From an optimization exercise on the open Yosys and OpenROAD flow, aimed at small area; shortcuts taken in it are not production practice. The RTL was checked by simulation tests, not by an equivalence proof against the original design. In run 2 the design's own scripts or RTL, not TritonCTS, make the clock network. The clock port is modelled as an ideal driver, which makes a skipped or thinned clock tree look cheaper than it is; a real chip needs a root buffer or a tree. Power is estimated from default activity; no workload was simulated.

## flow/design.v

```verilog
module dmx512_rx #(
  parameter int CLK_HZ = 2000000
) (
  input  logic       clk,
  input  logic       rst,
  input  logic       dmx_in,
  input  logic [9:0] read_addr,
  output logic [7:0] read_data,
  output logic [7:0] start_code,
  output logic [9:0] slot_count,
  output logic       packet_done,
  output logic       frame_err
);
  localparam logic [7:0] T_BREAK = 8'd177;
  localparam logic [7:0] T_MAB   = 8'd16;
  typedef enum logic [2:0] {IDLE, BREAK, MAB, FRAME, INTERSLOT} state_t;
  state_t      state, state_next;
  logic [1:0]  sync;
  logic        rx;
  logic [7:0]  timer, timer_next;
  logic [7:0]  shreg;
  logic [9:0]  slot_idx;
  logic        pending, commit;
  logic        shift_en, commit_set, ferr_set, done_brk, slot_clr;
  assign rx = sync[1];
  always_ff @(posedge clk) begin
    if (rst) begin
      state <= IDLE;
      timer <= 8'd0;
    end else begin
      state <= state_next;
      timer <= timer_next;
    end
  end
  wire       samp = (timer[2:0] == 3'd4);
  wire [3:0] bitn = timer[6:3];
  always_comb begin
    state_next = state;
    timer_next = timer + {7'd0, ~(timer[7] & timer[6])};   
    shift_en   = 1'b0;
    commit_set = 1'b0;
    ferr_set   = 1'b0;
    done_brk   = 1'b0;
    slot_clr   = 1'b0;
    unique case (state)
      IDLE: if (!rx) begin
        state_next = BREAK;
        timer_next = 8'd1;
      end
      BREAK: begin
        done_brk = (timer == T_BREAK) && pending;
        if (rx) begin
          state_next = (timer >= T_BREAK) ? MAB : IDLE;
          timer_next = 8'd0;
        end
      end
      MAB: if (!rx) begin
        state_next = (timer >= T_MAB) ? FRAME : IDLE;
        slot_clr   = (timer >= T_MAB);
        timer_next = 8'd0;
      end
      FRAME: if (samp) begin
        if (bitn == 4'd0) begin
          if (rx) begin
            state_next = IDLE;
            timer_next = 8'd0;
          end
        end else if (bitn <= 4'd8) begin
          shift_en = 1'b1;
        end else if (!rx) begin
          ferr_set   = 1'b1;
          state_next = BREAK;
        end else if (bitn[1]) begin
          commit_set = 1'b1;
          state_next = (slot_idx == 10'd512) ? IDLE : INTERSLOT;
        end
      end
      INTERSLOT: if (!rx) begin
        state_next = FRAME;
        timer_next = 8'd0;
      end
      default: state_next = IDLE;
    endcase
  end
  logic        clr;         
  logic        pend_v;
  logic [7:0]  pend_data;
  logic [5:0]  ph;          
  logic [8*512-1:0] st;     
  wire pend_wr = pend_v && (ph == slot_idx[5:0]);
  always_ff @(posedge clk) begin
    if (rst) begin
      sync        <= 2'b11;
      slot_idx    <= 10'd0;
      pending     <= 1'b0;
      commit      <= 1'b0;
      start_code  <= 8'h00;
      slot_count  <= 10'd0;
      packet_done <= 1'b0;
      frame_err   <= 1'b0;
      clr         <= 1'b1;
      pend_v      <= 1'b0;
      ph          <= 6'd0;
    end else begin
      sync        <= {sync[0], dmx_in};
      frame_err   <= ferr_set;
      commit      <= commit_set;
      packet_done <= 1'b0;
      ph          <= ph + 6'd1;
      if (ph == 6'd63) clr <= 1'b0;
      if (slot_clr) slot_idx <= 10'd0;
      if (pend_wr || (commit && slot_idx == 10'd0)) slot_idx <= slot_idx + 10'd1;
      if (done_brk) begin
        packet_done <= 1'b1;
        slot_count  <= slot_idx;
        pending     <= 1'b0;
      end
      if (pend_wr) pend_v <= 1'b0;
      if (commit) begin
        if (slot_idx == 10'd0) start_code <= shreg;
        else                   pend_v <= 1'b1;
        pending  <= 1'b1;
        if (slot_idx == 10'd512) begin
          packet_done <= 1'b1;
          slot_count  <= 10'd513;
          pending     <= 1'b0;
        end
      end
    end
  end
  always_ff @(posedge clk) begin
    if (shift_en) shreg <= {rx, shreg[7:1]};
    if (commit) pend_data <= shreg;
  end
  wire [7:0] wdata = clr ? 8'h00 : pend_data;
  for (genvar r = 0; r < 8; r++) begin : g_ring
    wire       we   = clr || (pend_wr && (slot_idx[8:6] == 3'(r)));
    wire       we_n = ~we;
    wire [7:0] wd;
    for (genvar b = 0; b < 8; b++) begin : g_wb
      dmx512_rx_ao22 u_wm (.a1(we), .a2(wdata[b]), .b1(we_n), .b2(st[8*(64*r) + b]), .y(wd[b]));
    end
    always_ff @(posedge clk) begin
      st[8*(64*r) +: 8*63]  <= st[8*(64*r+1) +: 8*63];
      st[8*(64*r+63) +: 8]  <= wd;
    end
  end
  wire [5:0] rpos  = read_addr[5:0] - ph;
  wire       rhit  = pend_v && (read_addr[8:0] == slot_idx[8:0]);
  wire       rok   = (read_addr != 10'd0) && (read_addr <= 10'd512) && !clr;
  logic [63:0] psel;
  logic [7:0]  gsel_n;
  logic [7:0]  rring;
  always_comb begin
    for (int p = 0; p < 64; p++) psel[p]   = (rpos == 6'(p));
    for (int r = 0; r < 8; r++)  gsel_n[r] = (read_addr[8:6] != 3'(r));
  end
  for (genvar b = 0; b < 8; b++) begin : g_rb
    logic [7:0] t;
    for (genvar r = 0; r < 8; r++) begin : g_rr
      logic [63:0] d;
      logic [20:0] y;
      logic [4:0]  k;
      for (genvar p = 0; p < 64; p++) begin : g_d
        assign d[p] = st[8*(64*r+p) + b];
      end
      for (genvar g = 0; g < 21; g++) begin : g_leaf
        dmx512_rx_aoi3 u_aoi (.d(d[3*g +: 3]), .s(psel[3*g +: 3]), .y(y[g]));
      end
      for (genvar q = 0; q < 5; q++) begin : g_k
        dmx512_rx_or4n u_k (.y(y[4*q +: 4]), .o(k[q]));
      end
      logic m0, m1;
      dmx512_rx_nor4 u_m0 (.a(k[3:0]), .y(m0));
      dmx512_rx_a21oi u_m1 (.a1(d[63]), .a2(psel[63]), .b1(k[4]), .y(m1));
      dmx512_rx_a31oi u_t (.a1(m0), .a2(m1), .a3(y[20]), .b1(gsel_n[r]), .y(t[r]));
    end
    assign rring[b] = |t;
  end
  always_ff @(posedge clk) begin
    if (rst || !rok) read_data <= 8'h00;
    else             read_data <= rhit ? pend_data : rring;
  end
endmodule
module dmx512_rx_aoi3 (
  input  logic [2:0] d,
  input  logic [2:0] s,
  output logic       y
);
  assign y = ~|(d & s);
endmodule
module dmx512_rx_or4n (
  input  logic [3:0] y,
  output logic       o
);
  assign o = ~&y;
endmodule
module dmx512_rx_nor4 (
  input  logic [3:0] a,
  output logic       y
);
  assign y = ~|a;
endmodule
module dmx512_rx_a21oi (
  input  logic a1, a2, b1,
  output logic y
);
  assign y = ~((a1 & a2) | b1);
endmodule
module dmx512_rx_a31oi (
  input  logic a1, a2, a3, b1,
  output logic y
);
  assign y = ~((a1 & a2 & a3) | b1);
endmodule
module dmx512_rx_ao22 (
  input  logic a1, a2, b1, b2,
  output logic y
);
  assign y = (a1 & a2) | (b1 & b2);
endmodule
```

## flow/flow/run.sh

```bash
#!/bin/bash
set -euo pipefail
export BUFFER_PORTS_ARGS="-buffer_cell sky130_fd_sc_hd__buf_1"
R=orfs/results/${FLOW_PLATFORM}/dmx512_rx/base
bash standard.sh synth floorplan > std_floorplan.log 2>&1
bash standard.sh run RUN_SCRIPT="$PWD/flow/place_array.tcl" RUN_LOG_NAME_STEM=2_5_place_array > place_array.log 2>&1
grep -q "place_array: placed" place_array.log
bash standard.sh place > std_place.log 2>&1
bash standard.sh run RUN_SCRIPT="$PWD/flow/cts_custom.tcl" RUN_LOG_NAME_STEM=4_1_cts_custom > cts_custom.log 2>&1
test -f $R/4_1_cts.odb
bash standard.sh > std_finish.log 2>&1
```

## flow/flow/cts_custom.tcl

```tcl
# Clock tree built here instead of by TritonCTS, loaded by flow/run.sh through
# ORFS's "make run" at the CTS step. Flip-flops are split into compact groups by
# recursive bisection of their placement; each group is driven by an inverter,
# groups of those by a second inverter level, and those by clkbuf_16 buffers
# under one root clkbuf_16 on the clock port, so every flip-flop sees the clock
# through two inversions and the same number of stages. The rest of the step
# (legalisation, timing repair, outputs) follows ORFS's cts.tcl, with one
# addition: over-sized logic cells are downsized (ds_run below).
source $::env(SCRIPTS_DIR)/load.tcl
erase_non_stage_variables cts
load_design 3_place.odb 3_place.sdc
set_dont_use $::env(DONT_USE_CELLS)

# Custom clock tree: recursive-bisection clusters; root buf -> top bufs -> mid invs -> leaf invs -> flops
proc ctree_bisect {items maxn} {
  set n [llength $items]
  if {$n <= $maxn} { return [list $items] }
  set k [expr {int(ceil(double($n)/$maxn))}]
  set k1 [expr {$k/2}]
  set n1 [expr {int(round(double($n)*$k1/$k))}]
  set xs {}; set ys {}
  foreach it $items { lappend xs [lindex $it 1]; lappend ys [lindex $it 2] }
  set xs [lsort -integer $xs]; set ys [lsort -integer $ys]
  set dx [expr {[lindex $xs end]-[lindex $xs 0]}]
  set dy [expr {[lindex $ys end]-[lindex $ys 0]}]
  set idx [expr {$dx >= $dy ? 1 : 2}]
  set s [lsort -integer -index $idx $items]
  return [concat [ctree_bisect [lrange $s 0 [expr {$n1-1}]] $maxn] [ctree_bisect [lrange $s $n1 end] $maxn]]
}
proc ctree_center {items} {
  set sx 0; set sy 0
  foreach it $items { set sx [expr {$sx+[lindex $it 1]}]; set sy [expr {$sy+[lindex $it 2]}] }
  set n [llength $items]
  return [list [expr {$sx/$n}] [expr {$sy/$n}]]
}
# items: {iterm x y}; builds one level, returns new items {input-iterm x y} of the drivers
proc ctree_level {items maxn cell tag} {
  set block [ord::get_db_block]
  set m [[ord::get_db] findMaster $cell]
  set w [$m getWidth]; set h [$m getHeight]
  set out {}
  set i 0
  foreach cl [ctree_bisect $items $maxn] {
    lassign [ctree_center $cl] cx cy
    set inst [odb::dbInst_create $block $m "ctree_${tag}_$i"]
    $inst setLocation [expr {$cx - $w/2}] [expr {$cy - $h/2}]
    $inst setPlacementStatus PLACED
    set net [odb::dbNet_create $block "ctree_${tag}_net_$i"]
    $net setSigType CLOCK
    foreach it $cl {
      set t [lindex $it 0]
      set ti [$t getInst]
      set dt [$ti isDoNotTouch]
      $ti setDoNotTouch 0
      $t disconnect
      $t connect $net
      $ti setDoNotTouch $dt
    }
    foreach t [$inst getITerms] {
      set mt [$t getMTerm]
      if {[$mt getSigType] != "SIGNAL"} { continue }
      if {[$mt getIoType] == "OUTPUT"} { $t connect $net } else { set in $t }
    }
    lappend out [list $in $cx $cy]
    incr i
  }
  return $out
}
proc ctree_build {nleaf leafcell nmid midcell ntop topcell rootcell} {
  set block [ord::get_db_block]
  set clk [$block findNet clk]
  set items {}
  foreach it [$clk getITerms] {
    set bb [[$it getInst] getBBox]
    lappend items [list $it [expr {([$bb xMin]+[$bb xMax])/2}] [expr {([$bb yMin]+[$bb yMax])/2}]]
  }
  puts "ctree: [llength $items] sinks"
  set l1 [ctree_level $items $nleaf $leafcell leaf]
  puts "ctree: [llength $l1] leaf drivers"
  set l2 [ctree_level $l1 $nmid $midcell mid]
  puts "ctree: [llength $l2] mid drivers"
  set l3 [ctree_level $l2 $ntop $topcell top]
  puts "ctree: [llength $l3] top drivers"
  set l4 [ctree_level $l3 1000 $rootcell root]
  foreach it $l4 { [lindex $it 0] connect $clk }
}

# Downsizing: logic cells that placement's repair left larger than needed go
# back to the smallest size of their kind whose output slew stays under the
# given limit (0.75 ns here; the library's limit is 1.5 ns).
proc ds_slew {inst} {
  set mx 0
  foreach it [$inst getITerms] {
    if {![$it isOutputSignal]} continue
    set pin [get_pins -of_objects [get_cells [$inst getName]] -filter "direction==output"]
    foreach p $pin { foreach prop {slew_max_rise slew_max_fall} { set s [get_property $p $prop]; if {$s > $mx} {set mx $s} } }
  }
  return $mx
}
proc ds_run {slew_lim} {
  set db [ord::get_db]
  set fam [dict create]
  foreach lib [$db getLibs] {
    foreach m [$lib getMasters] {
      if {[regexp {^(sky130_fd_sc_hd__[a-z0-9]+)_([0-9]+)$} [$m getName] -> f s]} { dict lappend fam $f [list $s $m] }
    }
  }
  set n 0; set saved 0
  foreach inst [[ord::get_db_block] getInsts] {
    set mn [[$inst getMaster] getName]
    if {![regexp {^(sky130_fd_sc_hd__[a-z0-9]+)_([0-9]+)$} $mn -> f s]} continue
    if {$s <= 1} continue
    if {[regexp {clkbuf|clkinv|clkdly|dly|tap|fill|decap|diode|conb|dfxtp|edfxtp} $f]} continue
    if {[$inst isDoNotTouch]} continue
    if {[string match ctree_* [$inst getName]]} continue
    set orig [$inst getMaster]
    set oa [expr {[$orig getWidth]*[$orig getHeight]}]
    foreach c [lsort -integer -index 0 [dict get $fam $f]] {
      lassign $c cs cm
      if {$cs >= $s} break
      if {[$cm getWidth] * [$cm getHeight] >= $oa} continue
      if {[catch {replace_cell [$inst getName] [$cm getName]}]} continue
      if {[ds_slew $inst] <= $slew_lim} {
        incr n; set saved [expr {$saved + $oa - [$cm getWidth]*[$cm getHeight]}]
        break
      }
      replace_cell [$inst getName] [$orig getName]
    }
  }
  puts "downsize: $n cells, [expr {$saved/1e6}] um2"
}

# Leaf inverters whose flip-flops would see a clock slew above the limit (ns,
# placement estimate) move up to inv_12, then inv_16.
proc ctree_fix_leaves {lim} {
  set n 0
  foreach inst [[ord::get_db_block] getInsts] {
    if {![string match ctree_leaf_* [$inst getName]]} continue
    foreach cell {sky130_fd_sc_hd__inv_12 sky130_fd_sc_hd__inv_16} {
      set mx 0
      foreach it [[[$inst findITerm Y] getNet] getITerms] {
        if {![$it isInputSignal]} continue
        set p [get_pins [[$it getInst] getName]/[[$it getMTerm] getName]]
        foreach prop {slew_max_rise slew_max_fall} { set s [get_property $p $prop]; if {$s > $mx} {set mx $s} }
      }
      if {$mx <= $lim} break
      replace_cell [$inst getName] $cell
      incr n
    }
  }
  puts "ctree: $n leaf upsizes"
}

ctree_build 22 sky130_fd_sc_hd__inv_8 12 sky130_fd_sc_hd__inv_16 4 sky130_fd_sc_hd__clkbuf_16 sky130_fd_sc_hd__clkbuf_16
set_propagated_clock [all_clocks]

set_placement_padding -global \
  -left $::env(CELL_PAD_IN_SITES_DETAIL_PLACEMENT) \
  -right $::env(CELL_PAD_IN_SITES_DETAIL_PLACEMENT)
detailed_placement
estimate_parasitics -placement
ctree_fix_leaves 0.104
detailed_placement
estimate_parasitics -placement
report_clock_skew
repair_timing_helper
estimate_parasitics -placement
ds_run 0.75
detailed_placement
check_placement -verbose
estimate_parasitics -placement
report_clock_skew
report_check_types -max_slew -max_capacitance
orfs_write_db $::env(RESULTS_DIR)/4_1_cts.odb
orfs_write_sdc $::env(RESULTS_DIR)/4_cts.sdc
```

## flow/flow/place_array.tcl

```tcl
# Places the channel store as a regular array before global placement, loaded
# by flow/run.sh through ORFS's "make run" after the floorplan. Each of the 64
# rings-of-one-bit (ring r, bit b: flip-flops st[8*(64*r+p)+b], p = 0..63) gets
# two adjacent rows: row A holds positions 0..32 left to right, row B positions
# 33..63 right to left, so the ring's shift path and its wrap-around stay short.
# After (about) every fourth leaf group one stretch is left free; it takes the
# NAND of the four leaves beside it and the ring's output gates (placed here
# too) and other logic that global placement puts there. The floorplan
# (config.mk's DIE_AREA and CORE_AREA) gives 14 such stretches per row.
# Each tap-free stretch of a row (59 sites between the standard tap cells) holds
# three neighbouring positions and the AND-OR-invert read leaf that reads them,
# so every leaf of one read position sits at the same x in every ring and its
# select line runs straight up the array. The flip-flops and leaves are placed
# FIRM (the flip-flops also do-not-touch, so they keep their size); global
# placement puts every other cell around them.
source $::env(SCRIPTS_DIR)/load.tcl
load_design 2_floorplan.odb 2_floorplan.sdc

set block [ord::get_db_block]
set rows [$block getRows]
set taps {}
foreach inst [$block getInsts] {
  if {[string match *tapvpwrvgnd* [[$inst getMaster] getName]]} {
    set bb [$inst getBBox]
    dict lappend taps [$bb yMin] [list [$bb xMin] [$bb xMax]]
  }
}
# Full tap-free stretches (>= 59 sites) of a row, left to right: {x0 x1}
proc arr_segments {row} {
  global taps
  set bb [$row getBBox]
  set sw [[$row getSite] getWidth]
  set cuts [lsort -integer -index 0 [dict get $taps [$bb yMin]]]
  set segs {}
  set x [$bb xMin]
  foreach c [concat $cuts [list [list [$bb xMax] [$bb xMax]]]] {
    lassign $c t0 t1
    if {$t0 - $x >= 59 * $sw} { lappend segs [list $x $t0] }
    set x $t1
  }
  return $segs
}
set st {}
foreach inst [$block getInsts] {
  if {[regexp {^st\\\[([0-9]+)\\\]} [$inst getName] -> k]} { dict set st $k $inst }
}
if {[dict size $st] != 4096} { error "place_array: found [dict size $st] store flip-flops" }
# The read leaf of a flip-flop: the a222oi on its Q net
proc arr_leaf {inst} {
  set q [[$inst findITerm Q] getNet]
  foreach it [$q getITerms] {
    set li [$it getInst]
    if {[[$li getMaster] getName] eq "sky130_fd_sc_hd__a222oi_1"} { return $li }
  }
  return ""
}
# The (single) cell that an output pin drives
proc arr_load {iterm} {
  set load ""
  foreach it [[$iterm getNet] getITerms] { if {[$it isInputSignal]} { set load [$it getInst] } }
  return $load
}
proc arr_put {inst x row} {
  $inst setOrient [$row getOrient]
  $inst setLocation $x [[$row getBBox] yMin]
  $inst setPlacementStatus FIRM
}
set nrows [llength $rows]
if {$nrows < 129} { error "place_array: only $nrows rows" }
set placed 0
for {set r 0} {$r < 8} {incr r} {
  for {set b 0} {$b < 8} {incr b} {
    set c [expr {8*$r + $b}]
    set rowA [lindex $rows [expr {1 + 2*$c}]]
    set rowB [lindex $rows [expr {2 + 2*$c}]]
    set segA [arr_segments $rowA]
    set segB [arr_segments $rowB]
    if {[llength $segA] < 14 || [llength $segB] < 14} { error "place_array: too few segments in rows of chain $c" }
    set leaves {}
    for {set g 0} {$g < 22} {incr g} {
      # row A, left to right: g0-g3, free, g4-g7, free, g8-g10, free;
      # row B, right to left: g11-g15, free, g16-g19, free, g20-g21, free
      set sa {0 1 2 3 5 6 7 8 10 11 12}
      set sb {13 12 11 10 9 7 6 5 4 2 1}
      if {$g <= 10} {
        set row $rowA; set s [lindex $sa $g]
      } else {
        set row $rowB; set s [lindex $sb [expr {$g - 11}]]
      }
      if {$row eq $rowA} { lassign [lindex $segA $s] x0 x1 } else { lassign [lindex $segB $s] x0 x1 }
      set x $x0
      set ps {}
      for {set p [expr {3*$g}]} {$p < 3*$g + 3 && $p < 64} {incr p} { lappend ps $p }
      if {$g > 10} { set ps [lreverse $ps] }
      set leaf ""
      foreach p $ps {
        set f [dict get $st [expr {8*(64*$r + $p) + $b}]]
        arr_put $f $x $row
        $f setDoNotTouch 1
        set x [expr {$x + [[$f getMaster] getWidth]}]
        incr placed
        if {$p < 63 && $leaf eq ""} { set leaf [arr_leaf $f] }
      }
      if {$leaf ne ""} {
        arr_put $leaf $x $row
        incr placed
        dict set leaves $g $leaf
      }
    }
    # The NAND of each quad of leaves (leaves 4q..4q+3) goes in the free stretch
    # beside it, left-aligned; next to the second one the NOR of the first four
    # NANDs and the ring's output gate, next to the last one the gate that also
    # takes the ring's last entry.
    set k {}
    foreach g {0 4 8 12 16} {
      set gate [arr_load [[dict get $leaves $g] findITerm Y]]
      if {$gate eq ""} { error "place_array: no NAND on leaf $g of chain $c" }
      lappend k $gate
    }
    set m0 [arr_load [[lindex $k 0] findITerm Y]]
    set tg [arr_load [$m0 findITerm Y]]
    set m1 [arr_load [[lindex $k 4] findITerm Y]]
    if {$m0 eq "" || $tg eq "" || $m1 eq ""} { error "place_array: ring output gates of chain $c not found" }
    foreach {hrow hs gates} [list A 4 [lindex $k 0]  A 9 [list [lindex $k 1] $m0 $tg]  A 13 [lindex $k 2]  B 8 [lindex $k 3]  B 3 [list [lindex $k 4] $m1]] {
      if {$hrow eq "A"} { set row $rowA; lassign [lindex $segA $hs] x x1 } else { set row $rowB; lassign [lindex $segB $hs] x x1 }
      foreach gi $gates { arr_put $gi $x $row; set x [expr {$x + [[$gi getMaster] getWidth]}]; incr placed }
    }
  }
}
puts "place_array: placed $placed instances"
orfs_write_db $::env(RESULTS_DIR)/2_floorplan.odb
```

## flow/standard.sh

```bash
#!/bin/bash
# synth_recipe.tcl (not shown) runs the flow's synth.tcl, then flattens the netlist and writes it again
# the make line also repeats each setting of config.mk as NAME=value (left out here)
make -C /OpenROAD-flow-scripts/flow DESIGN_CONFIG=/design/flow/config.mk WORK_HOME=/design/flow/orfs CLKGATE_MAP_FILE= SYNTH_SCRIPT=/design/flow/synth_recipe.tcl "${@:-finish}"
```

## flow/config.mk

```make
export PLATFORM = sky130hd
export DESIGN_NAME = dmx512_rx
export DESIGN_NICKNAME = dmx512_rx
export VERILOG_FILES = /design/flow/design.v
export SDC_FILE = /design/flow/constraint.sdc
export NUM_CORES = 8
export LEC_CHECK = 0
export CAP_MARGIN = 20
export CORE_AREA = 2.3 2.72 403.42 372.64
export CTS_CLUSTER_DIAMETER = 80
export CTS_CLUSTER_SIZE = 30
export DIE_AREA = 0 0 405.72 375.36
export SLEW_MARGIN = 20
export SYNTH_HIERARCHICAL = 1
export SYNTH_MEMORY_MAX_BITS = 8192
```

## flow/constraint.sdc

```tcl
create_clock -name core_clock -period 500.0 [get_ports {clk}]
set_input_delay 100.0000 -clock core_clock [delete_from_list [all_inputs] [get_ports {clk}]]
set_output_delay 100.0000 -clock core_clock [all_outputs]
set_load 0.01 [all_outputs]
```

==> results.cfg, run 1 <==
[outcome]
run_status = aborted with a tool error
haltStage = 3_3_place_gp
stop_error = [ERROR GPL-0305] RePlAce diverged during gradient descent calculation, resulting in an invalid step length (Inf or NaN). This is often caused by numerical instability ...

[logic_synthesis]
synth_area_um2 = 104000
ys_seq_elements = 4173
synth_nets = 6596
synth_cell_types = 68
synthArstFlopShare_pct = 0
synthFlopType = dfxtp_1
synthCells = 6572
synth-edff-count = 16
post_synth.cell_area_avg_um2 = 15.9
ys_warn_count = 7
yosysSeqAreaShare_pct = 80.2

[die]
die_h_um = 375
die_width_um = 406
io_pins = 41
num_rows = 136
initial_utilization_pct = 70.3

[placed_design]
portBuffers = 40
## modules after synthesis, one instance, submodules excluded
| module | cells | flops+latches | times used |
|---|---|---|---|
| dmx512_rx_a31oi | 1 | 0 | 64 |
| dmx512_rx_aoi3 | 1 | 0 | 1344 |
| dmx512_rx_or4n | 1 | 0 | 320 |
| dmx512_rx | 4652 | 4173 | 1 |
| dmx512_rx_nor4 | 1 | 0 | 64 |
| dmx512_rx_ao22 | 1 | 0 | 64 |
| dmx512_rx_a21oi | 1 | 0 | 64 |
## logic make-up after synthesis
logic type	share of synthesized area, %
multiplexers	0.0863
AND/OR/NAND/NOR	4.06
buffers and inverters	0.264
flip-flops	80.2
XOR/XNOR	0.293
adder cells (fa/ha/maj)	0.139
AO/OA/AOI/OAI	15.0
## Yosys cell counts (all sizes together) (3+ instances only)
cell type	number	share of area [%]
a211oi	3	0.026
a21o	7	0.050
a21oi	94	0.70
a222oi	1344	13
a22o	66	0.55
a31oi	67	0.40
and3	7	0.049
buf	16	0.11
clkbuf	17	0.061
dfxtp	4157	80
edfxtp	16	0.46
ha	10	0.12
inv	25	0.090
mux2i	9	0.086
nand2	48	0.17
nand2b	6	0.036
nand3	28	0.13
nand3b	6	0.055
nand4	328	2.0
nor2	71	0.26
nor2b	14	0.084
nor3	40	0.20
nor4	87	0.93
o211a	9	0.086
o211ai	8	0.058
o21a	3	0.022
o21ai	12	0.058
or2	4	0.024
or3	6	0.036
or3b	4	0.034
or4	4	0.032
xnor2	19	0.16
xor2	15	0.13
==> run 2: changes to the inputs <==
--- a/flow/design.v
+++ b/flow/design.v
@@ -168,11 +168,13 @@
         dmx512_rx_aoi3 u_aoi (.d(d[3*g +: 3]), .s(psel[3*g +: 3]), .y(y[g]));
       end
-      for (genvar q = 0; q < 5; q++) begin : g_k
-        dmx512_rx_or4n u_k (.y(y[4*q +: 4]), .o(k[q]));
-      end
+      dmx512_rx_or4n u_k0 (.y(y[3:0]),   .o(k[0]));
+      dmx512_rx_or4n u_k1 (.y(y[7:4]),   .o(k[1]));
+      dmx512_rx_or4n u_k2 (.y(y[12:9]),  .o(k[2]));
+      dmx512_rx_or4n u_k3 (.y(y[16:13]), .o(k[3]));
+      dmx512_rx_or4n u_k4 (.y(y[20:17]), .o(k[4]));
       logic m0, m1;
       dmx512_rx_nor4 u_m0 (.a(k[3:0]), .y(m0));
       dmx512_rx_a21oi u_m1 (.a1(d[63]), .a2(psel[63]), .b1(k[4]), .y(m1));
-      dmx512_rx_a31oi u_t (.a1(m0), .a2(m1), .a3(y[20]), .b1(gsel_n[r]), .y(t[r]));
+      dmx512_rx_a31oi u_t (.a1(m0), .a2(m1), .a3(y[8]), .b1(gsel_n[r]), .y(t[r]));
     end
     assign rring[b] = |t;
--- a/flow/flow/place_array.tcl
+++ b/flow/flow/place_array.tcl
@@ -81,4 +81,5 @@
       # row A, left to right: g0-g3, free, g4-g7, free, g8-g10, free;
       # row B, right to left: g11-g15, free, g16-g19, free, g20-g21, free
+      # (leaf groups: four-leaf NANDs 0-3, 4-7, 9-12, 13-16, 17-20)
       set sa {0 1 2 3 5 6 7 8 10 11 12}
       set sb {13 12 11 10 9 7 6 5 4 2 1}
@@ -108,10 +109,11 @@
       }
     }
-    # The NAND of each quad of leaves (leaves 4q..4q+3) goes in the free stretch
-    # beside it, left-aligned; next to the second one the NOR of the first four
-    # NANDs and the ring's output gate, next to the last one the gate that also
+    # The NAND of each quad of leaves (leaves 0-3, 4-7, 9-12, 13-16, 17-20)
+    # goes in the free stretch beside it, left-aligned; next to the second one
+    # the NOR of the first four NANDs and the ring's output gate (which also
+    # takes leaf 8, just beside), next to the last one the gate that also
     # takes the ring's last entry.
     set k {}
-    foreach g {0 4 8 12 16} {
+    foreach g {0 4 9 13 17} {
       set gate [arr_load [[dict get $leaves $g] findITerm Y]]
       if {$gate eq ""} { error "place_array: no NAND on leaf $g of chain $c" }
--- a/flow/config.mk
+++ b/flow/config.mk
@@ -11,4 +11,5 @@
 export CTS_CLUSTER_SIZE = 30
 export DIE_AREA = 0 0 405.72 375.36
+export GPL_ROUTABILITY_DRIVEN = 0
 export SLEW_MARGIN = 20
 export SYNTH_HIERARCHICAL = 1
==> run 2 against run 1 <==
The run now finishes clean. Synthesized cell count is the same. Area after synthesis unchanged.
==> results.cfg, run 2 <==
[logic_synthesis]
yosys-top-cells-area = dfxtp_1 (80%), a222oi_1 (13%), nand4_1 (2.0%)
ys_warn_count = 7
synthCells = 6572
synth_most_common_cell = dfxtp_1
ys_seq_elements = 4173
synth_nets = 6596
synth_top_cell_area_share_pct = 79.7
synth_area_um2 = 104000
ys_top_cells_by_count = dfxtp_1 (4157), a222oi_1 (1344), nand4_1 (328)
synth.largest_area_cell = dfxtp_1
post_synth.cell_area_avg_um2 = 15.9
synthFlopType = dfxtp_1
synthArstFlopShare_pct = 0
yosysSeqAreaShare_pct = 80.2
synth-edff-count = 16
synth_cell_types = 68

[die]
die_h_um = 375
die_width_um = 406
initial_utilization_pct = 70.3
num_rows = 136
core_region_area_um2 = 148000
design.die.area_um2 = 152000
io_pins = 41

[power_and_ir_drop]
ir_drop_v = 0.00000379
leakage_uw = 0.0393
p_per_area_nw_per_um2 = 4.28

[route]
post_drt_wl_per_cell_um = 32.5
drtIter0Drc = 16000
dr.pass1.iters = 15
ant_nets = 0
routed_wl_mm = 288
drc = 0
viasPerCell = 6.14
num_vias = 54500

[worst_setup_path]
slowest_stage = nor4_1
critPathMaxStageDelay_ns = 0.90
critPathMaxFanout = 64
reg2regPathDepth = 16
cp-end-kind = flip-flop
start_kind = input pin
cp.required_ns = 500.67
crit_type = input pin to flip-flop
cp.arrival_ns = 106.15
path_cells = buf_1 -> inv_1 -> ha_1 -> inv_1 -> fa_1 -> a21o_1 -> a21oi_1 -> xnor2_1 -> o211ai_1 -> nor2_1 -> buf_4 -> a222oi_1 -> nand4_1 -> a21oi_1 -> a31oi_1 -> nor4_1 -> nand3_1 -> o211a_1
r2r_slack_ns = 493.31
endpoint = read_data[2]
startpoint = read_addr[0]
r2r-end = read_data[2]
reg2reg_from = ph[0]

[cells_and_area]
nNetsFinal = 6898
layout-drive-gt1-share_pct = 4.45
fin_area_um2 = 109000
top_regs = st (4096), slot_count (10), slot_idx (10)
final_common_cell = dfxtp_1
layout_common_cells = dfxtp_1 (4157), a222oi_1 (1344), nand4_1 (328)
n_fill_cell = 7618
largest_reg_flops = 4096
largest_register = st
area_growth_pct = 4.86

[timing]
period_share_pct = 21.1
finalHoldViolations = 0
worstMarginPinSlew_ns = 1.27
tns_ns = 0
clock_skew_ns = 0.0360
slew_violations = 0
slew-limit-headroom_pct = 15.1
setup_viol = 0
period_needed_ns = 105.48
fmax_mhz = 9.48
grt_setup_unrepaired = false

[placed_design]
portBuffers = 40
place.detailed.hpwl_mm = 232
placed_cell_area_um2 = 108000

[global_routing]
overflow = 0
grt_pass1_vias = 48300
grt_pass1_wl_mm = 381
grt_usage_pct = 36.2
grt_antenna_before_repair = 3
grt_max_degree = 65

[run]
max_cap_viol_count = 0

[outcome]
run_status = timing/DRC/antenna clean

[cts]
cts.clk_slew.worst_paths_ns = 0.11
clk_latency_ns = 0.78

[worst_hold_path]
min_path_type = flip-flop to flip-flop
-- run 2: cell counts after synthesis --
No cell type changed its count.
-- run 2: how the worst min path moves through the flow --
stage,start,to,slack [ns],depth (start not counted)
6_report,st[3512],st[3504],0.32,0
5_1_grt,st[3679],st[3671],0.34,0
3_5_place_dp,st[1312],st[1304],0.34,0
3_3_place_gp,st[1312],st[1304],0.34,0
2_1_floorplan,st[1048],st[1040],0.33,0
-- run 2: kinds of logic after synthesis --
| family | after synthesis | share of synthesized area (%) |
|---|---|---|
| compound gates | 1627 | 15.0 |
| flops | 4173 | 80.2 |
| simple gates | 660 | 4.06 |
| mux | 9 | 0.0863 |
| buf+inv | 58 | 0.264 |
| xor+xnor | 34 | 0.293 |
| fa+ha+maj | 11 | 0.139 |
-- run 2: metal layers --
metal | track usage [%] | routed length [um] | vias up
met2 | 24.7 | 63500 | 4785
li1 | - | - | 27600
met5 | 10.1 | 2140 | -
met3 | 36.6 | 79200 | 308
met4 | 4.71 | 4330 | 40
met1 | 61.8 | 139000 | 21800
-- run 2: through the flow --
step           setup WS (ns)  utilization (%)  power (uW)  std cells  hold slack, ns
5_1_grt               394.60             73.8         476       8873           0.338
3_3_place_gp          394.65             72.7         346       8662           0.341
2_1_floorplan         391.96                -         344       6572           0.330
3_5_place_dp          394.55             72.7         346       8662           0.341
6_report              394.52             73.8         469       8874           0.325
-- run 2: worst max-delay path: cells and delay by family --
family	cells	cell delay, ns
buffers and inverters	4	0.64
and+or+nand+nor	4	1.49
xor gates and xnor gates	1	0.23
adders and majority gates	2	0.59
AOI/OAI and AO/OA	7	3.20
-- run 2: per-module statistics from Yosys, one instance, submodules excluded --
module	area, um2	copies in the design
dmx512_rx	86600	1
dmx512_rx_nor4	12.5	64
dmx512_rx_aoi3	10.0	1344
dmx512_rx_a21oi	8.76	64
dmx512_rx_ao22	8.76	64
dmx512_rx_a31oi	6.26	64
dmx512_rx_or4n	6.26	320
-- run 2: final cells by class --
type / instances / area, um2 / area share, %
well taps: 2001 / 2500 / 2.29
plain buffers: 5 / 125 / 0.114
repair buffers: 122 / 711 / 0.649
inverters: 231 / 2690 / 2.46
diodes: 1 / 2.50 / 0.00229
multi-input cells: 2341 / 19700 / 18.0
flip-flops and latches: 4173 / 83700 / 76.5
-- run 2: report_power, final --
| part | total, uW | internal (uW) | switching (uW) | leakage [uW] |
|---|---|---|---|---|
| Clock | 130 | 17.8 | 112 | 0.00140 |
| Combinational | 6.01 | 0.948 | 5.05 | 0.00425 |
| Sequential | 333 | 333 | 0.118 | 0.0336 |

## re-timing with driven ports
How much do the figures lean on ideal ports? The routed layout below was timed once more, with nothing changed but the port constraints.
Step 1: set_driving_cell puts a clkbuf_16 on clk and a buf_2 on each other input, an assumption about the parent block.
Step 2 times the ports against the registers' clock, not the clock port: input delays grow and output delays shrink by t, the midpoint of the rising clock arrivals with the driver on.
Three values: ideal, step 1, step 2; two values: the first two.
run: run 2
t, ns: 0.878
setup WS [ns]: 394.523 / 394.607 / 393.729
worst setup path after step 2: input to register
After both steps setup and hold are still met in run 2. For run 2, drivers alone change the setup slack by +0.084 ns; drivers and shift together by -0.794 ns.
